From an optimization exercise on the open Yosys and OpenROAD flow, aimed at small area and a short achievable clock period; shortcuts taken in it are not production practice. Only simulation tests tie the RTL to the original design; equivalence was not proved. Power is estimated from default activity; no workload was simulated.

== juniper ==
==> flow/design.v <==
package types_pkg;
  typedef enum logic [1:0] {
    IDLE    = 2'd0,
    WAIT    = 2'd1,
    RESPOND = 2'd2
  } mem_resp_state_t;
  localparam int MEM_RESP_WAIT_DEFAULT = 2;
  localparam int MEM_RESP_DATA_W       = 16;
  localparam int MEM_RESP_ADDR_W       = 16;
  function automatic logic mem_resp_in_range(input logic [MEM_RESP_ADDR_W-1:0] addr,
                                             input int addr_bits);
    mem_resp_in_range = ((addr >> addr_bits) == {MEM_RESP_ADDR_W{1'b0}});
  endfunction
endpackage
module mem_resp_array
#(
  parameter int DATA_W = types_pkg::MEM_RESP_DATA_W
) (
  input  logic              clk,
  input  logic [7:0]        rlo,
  input  logic [7:0]        wlo,
  input  logic [7:0]        rd0,
  input  logic [7:0]        rd2,
  input  logic [7:0]        wr,
  input  logic              clr_n,    
  input  logic [DATA_W-1:0] wdata,
  output logic [DATA_W-1:0] rdata
);
  localparam int RINGS = 64;
  logic [DATA_W-1:0] s0_q  [RINGS];
  logic [DATA_W-1:0] s1_q  [RINGS];
  logic [DATA_W-1:0] s2_q  [RINGS];
  logic [DATA_W-1:0] s3_q  [RINGS];
  logic [DATA_W-1:0] s0_d  [RINGS];
  logic [RINGS-1:0]  t0, t2;
  logic [DATA_W-1:0] or4   [16];       
  logic [DATA_W-1:0] or8_n [8];        
  logic [DATA_W-1:0] or16  [4];        
  logic [DATA_W-1:0] or32_n [2];       
  for (genvar r = 0; r < RINGS; r++) begin : g_ring
    logic we, hold;
    assign we   = wr[r / 8] & wlo[r % 8];
    assign hold = clr_n & ~we;
    assign t0[r] = rd0[r / 8] & rlo[r % 8];
    assign t2[r] = rd2[r / 8] & rlo[r % 8];
    always_ff @(posedge clk) begin
      s0_q[r] <= s0_d[r];
      s1_q[r] <= s0_q[r];
      s2_q[r] <= s1_q[r];
      s3_q[r] <= s2_q[r];
    end
    for (genvar b = 0; b < DATA_W; b++) begin : g_bit
      mem_resp_ao22 u_entry (
        .a1(we), .a2(wdata[b]), .b1(hold), .b2(s3_q[r][b]), .y(s0_d[r][b])
      );
    end
  end
  for (genvar b = 0; b < DATA_W; b++) begin : g_tree
    for (genvar i = 0; i < 16; i++) begin : g_l2
      mem_resp_tap4 u_g (
        .t0(t0[4*i+3:4*i]), .t2(t2[4*i+3:4*i]),
        .a({s0_q[4*i+3][b], s0_q[4*i+2][b], s0_q[4*i+1][b], s0_q[4*i][b]}),
        .b({s2_q[4*i+3][b], s2_q[4*i+2][b], s2_q[4*i+1][b], s2_q[4*i][b]}),
        .y(or4[i][b])
      );
    end
    for (genvar i = 0; i < 8; i++) begin : g_l3
      mem_resp_nor2 u_g (.a(or4[2*i][b]), .b(or4[2*i+1][b]), .y(or8_n[i][b]));
    end
    for (genvar i = 0; i < 4; i++) begin : g_l4
      mem_resp_nand2 u_g (.a(or8_n[2*i][b]), .b(or8_n[2*i+1][b]), .y(or16[i][b]));
    end
    for (genvar i = 0; i < 2; i++) begin : g_l5
      mem_resp_nor2 u_g (.a(or16[2*i][b]), .b(or16[2*i+1][b]), .y(or32_n[i][b]));
    end
    mem_resp_nand2 u_l6 (.a(or32_n[0][b]), .b(or32_n[1][b]), .y(rdata[b]));
  end
endmodule
module mem_resp_ao22 (
  input  logic a1, a2, b1, b2,
  output logic y
);
  assign y = (a1 & a2) | (b1 & b2);
endmodule
module mem_resp_tap4 (
  input  logic [3:0] t0, t2, a, b,
  output logic       y
);
  assign y = |((t0 & a) | (t2 & b));
endmodule
module mem_resp_nand2 (
  input  logic a, b,
  output logic y
);
  assign y = ~(a & b);
endmodule
module mem_resp_nor2 (
  input  logic a, b,
  output logic y
);
  assign y = ~(a | b);
endmodule
module mem_responder
#(
  parameter int WAIT_CYCLES = types_pkg::MEM_RESP_WAIT_DEFAULT,
  parameter int ADDR_BITS   = 8
) (
  input  logic        clk,
  input  logic        rst,
  input  logic        req_valid,
  input  logic        req_write,
  input  logic [15:0] req_addr,
  input  logic [15:0] req_wdata,
  input  logic        halt_sys,
  output logic        req_ready,
  output logic        rsp_valid,
  output logic [15:0] rsp_rdata,
  output logic        busy,
  output logic        stall
);
  logic        busy_q, rsp_q, w1_q;
  logic [1:0]  ph_q;        
  logic [3:0]  clr_q;       
  logic        write_q;     
  logic        wpend_q;     
  logic        cap_q;       
  logic [7:0]  rd0_q, rd2_q, wr_q;
  logic [1:0]  slot_q;      
  logic [7:0]  hi_q, lo_q;  
  logic [7:0]  rlo_q, wlo_q;
  logic [15:0] rdata_q;
  logic        accept, land;
  logic        rd_d, cap_d, rd0_d, rd2_d, wpend_d, wr_d;
  logic [1:0]  slot_d;
  logic [7:0]  hi_d, lo_d, hi_n, lo_n;
  logic        hold_rdata;
  logic [15:0] tap_data;
  assign busy      = busy_q;
  assign rsp_valid = rsp_q;
  assign req_ready = !busy_q && !halt_sys && !rst;
  assign accept    = req_valid && req_ready;
  assign stall     = req_valid && !req_ready;
  assign rsp_rdata = rdata_q;
  assign land    = |wr_q;
  assign slot_d  = accept ? req_addr[1:0] + ph_q : slot_q + 2'd1;
  assign rd_d    = (accept && !req_write) || (w1_q && !write_q);
  assign cap_d   = rd_d && !slot_d[0];
  assign rd0_d   = cap_d && !slot_d[1];
  assign rd2_d   = cap_d && slot_d[1] && clr_q[1];
  assign wpend_d = (accept && req_write) || (wpend_q && !land);
  assign wr_d    = wpend_d && (slot_d == 2'd3);
  always_comb begin
    hi_d = '0;
    lo_d = '0;
    hi_d[req_addr[7:5]] = 1'b1;
    lo_d[req_addr[4:2]] = 1'b1;
  end
  assign hi_n = accept ? hi_d : hi_q;
  assign lo_n = accept ? lo_d : lo_q;
  assign hold_rdata = !(accept || cap_q);
  always_ff @(posedge clk or posedge rst) begin
    if (rst) begin
      busy_q  <= 1'b0;
      rsp_q   <= 1'b0;
      w1_q    <= 1'b0;
      ph_q    <= 2'd1;
      clr_q   <= 4'd0;
      wpend_q <= 1'b0;
      cap_q   <= 1'b0;
      wr_q    <= '0;
      rd0_q   <= '0;
      rd2_q   <= '0;
    end else begin
      busy_q  <= accept || (busy_q && !rsp_q);
      w1_q    <= accept;
      rsp_q   <= busy_q && !w1_q && !rsp_q;
      ph_q    <= ph_q + 2'd1;
      clr_q   <= {clr_q[2:0], 1'b1};
      wpend_q <= wpend_d;
      cap_q   <= cap_d;
      wr_q    <= hi_n & {8{wr_d}};
      rd0_q   <= hi_n & {8{rd0_d}};
      rd2_q   <= hi_n & {8{rd2_d}};
    end
  end
  always_ff @(posedge clk) begin
    slot_q  <= slot_d;
    rlo_q   <= lo_n & {8{rd0_d || rd2_d}};
    wlo_q   <= lo_n & {8{wr_d}};
    rdata_q <= ({16{accept}} & req_wdata) | tap_data | ({16{hold_rdata}} & rdata_q);
    if (accept) begin
      write_q <= req_write;
      hi_q    <= hi_d;
      lo_q    <= lo_d;
    end
  end
  mem_resp_array #(
    .DATA_W(16)
  ) u_array (
    .clk   (clk),
    .rlo   (rlo_q),
    .wlo   (wlo_q),
    .rd0   (rd0_q),
    .rd2   (rd2_q),
    .wr    (wr_q),
    .clr_n (clr_q[3]),
    .wdata (rdata_q),
    .rdata (tap_data)
  );
endmodule
export LEC_CHECK = 0
export CAP_MARGIN = 20
export CORE_MARGIN = 2
export CORE_UTILIZATION = 65
export CTS_CLUSTER_DIAMETER = 100
export CTS_CLUSTER_SIZE = 30
export SETUP_SLACK_MARGIN = 3.3
export SLEW_MARGIN = 20
export SYNTH_HIERARCHICAL = 1
export SYNTH_MINIMUM_KEEP_SIZE = 0
create_clock -name core_clock -period 6.0 [get_ports {clk}]
standard.sh (not shown) runs the stock make flow with config.mk's settings and CLKGATE_MAP_FILE= SYNTH_SCRIPT=/design/flow/synth_recipe.tcl, a recipe that flattens the netlist after the stock synthesis.
==> flow/flow/run.sh <==
#!/bin/bash
# Layout flow: the standard flow (standard.sh), unchanged except that the port
# buffers that global placement inserts are plain buffers (buf_2, which repair may
# resize) instead of the library's delay cells. Each step's output goes to its own log.
set -euo pipefail
bash standard.sh synth > synth.log 2>&1
bash standard.sh "BUFFER_PORTS_ARGS=-buffer_cell sky130_fd_sc_hd__buf_2" finish > layout.log 2>&1
Setup changes, juniper to sierra
diff --git a/flow/design.v b/flow/design.v
--- a/flow/design.v
+++ b/flow/design.v
@@ -117,10 +117,12 @@
   output logic [15:0] rsp_rdata,
   output logic        busy,
   output logic        stall
 );
   logic        busy_q, rsp_q, w1_q;
+  logic        idle_q;      
+  logic        free_n, valid_n;
   logic [1:0]  ph_q;        
   logic [3:0]  clr_q;       
   logic        write_q;     
   logic        wpend_q;     
   logic        cap_q;       
@@ -137,11 +139,13 @@
   logic [15:0] tap_data;
   assign busy      = busy_q;
   assign rsp_valid = rsp_q;
   assign req_ready = !busy_q && !halt_sys && !rst;
   assign accept    = req_valid && req_ready;
-  assign stall     = req_valid && !req_ready;
+  mem_resp_nor2  u_free (.a(halt_sys), .b(rst), .y(free_n));
+  mem_resp_inv   u_vinv (.a(req_valid), .y(valid_n));
+  mem_resp_aoi21 u_stall (.a1(free_n), .a2(idle_q), .b1(valid_n), .y(stall));
   assign rsp_rdata = rdata_q;
   assign land    = |wr_q;
   assign slot_d  = accept ? req_addr[1:0] + ph_q : slot_q + 2'd1;
   assign rd_d    = (accept && !req_write) || (w1_q && !write_q);
   assign cap_d   = rd_d && !slot_d[0];
@@ -159,10 +163,11 @@
   assign lo_n = accept ? lo_d : lo_q;
   assign hold_rdata = !(accept || cap_q);
   always_ff @(posedge clk or posedge rst) begin
     if (rst) begin
       busy_q  <= 1'b0;
+      idle_q  <= 1'b1;
       rsp_q   <= 1'b0;
       w1_q    <= 1'b0;
       ph_q    <= 2'd1;
       clr_q   <= 4'd0;
       wpend_q <= 1'b0;
@@ -170,10 +175,11 @@
       wr_q    <= '0;
       rd0_q   <= '0;
       rd2_q   <= '0;
     end else begin
       busy_q  <= accept || (busy_q && !rsp_q);
+      idle_q  <= !(accept || (busy_q && !rsp_q));
       w1_q    <= accept;
       rsp_q   <= busy_q && !w1_q && !rsp_q;
       ph_q    <= ph_q + 2'd1;
       clr_q   <= {clr_q[2:0], 1'b1};
       wpend_q <= wpend_d;
@@ -206,5 +212,17 @@
     .clr_n (clr_q[3]),
     .wdata (rdata_q),
     .rdata (tap_data)
   );
 endmodule
+module mem_resp_inv (
+  input  logic a,
+  output logic y
+);
+  assign y = ~a;
+endmodule
+module mem_resp_aoi21 (
+  input  logic a1, a2, b1,
+  output logic y
+);
+  assign y = ~((a1 & a2) | b1);
+endmodule
Delta(share of power burned in the clock network, sierra - juniper) > 0
Number of buffers inserted to repair setup after CTS delta for sierra relative to juniper: about 24% lower
The complex-gate fraction of the synthesized area was comparable across juniper and sierra.
Row least setup slack across all paths after layout: sierra higher / juniper lower
Compare juniper and sierra | shortest clock period the worst path allows after layout lower: sierra
When sierra is measured against juniper, its total design power turns out 340 uW lower.
sierra and juniper ended up with roughly the same area enclosed by the die boundary.

==> port drivers added, routing unchanged <==
The results above use ideal ports. As a check the final layouts listed here were re-extracted and re-timed, cells and wires unchanged. Step 1 sets driving cells, clkbuf_16 on the clock port and buf_2 on the other inputs (assumed; they add their load-dependent delay and slew). Step 2, shift: input delay + t, output delay - t, t = (earliest + latest rising clock arrival at the registers) / 2. This alone moves slack from input paths to output paths. a / b / c = ideal ports / drivers / drivers and shift; a / b = the first two.
| run | t (ns) | slack for setup (ns) | slew at the worst register clock pin (ns) | worst slew at a driven data input, ns | pins driven straight from the clock port |
|---|---|---|---|---|---|
| juniper | 0.901 | 3.120 / 3.081 / 2.666 | 0.11 / 0.11 | 0.20 | 1 |
| sierra | 0.901 | 3.212 / 3.172 / 2.486 | 0.12 / 0.12 | 0.23 | 1 |
After both steps setup and hold are still met in every run listed. The setup slack of sierra, which loses most, moves by -0.040 ns with the drivers and by -0.726 ns with both steps.
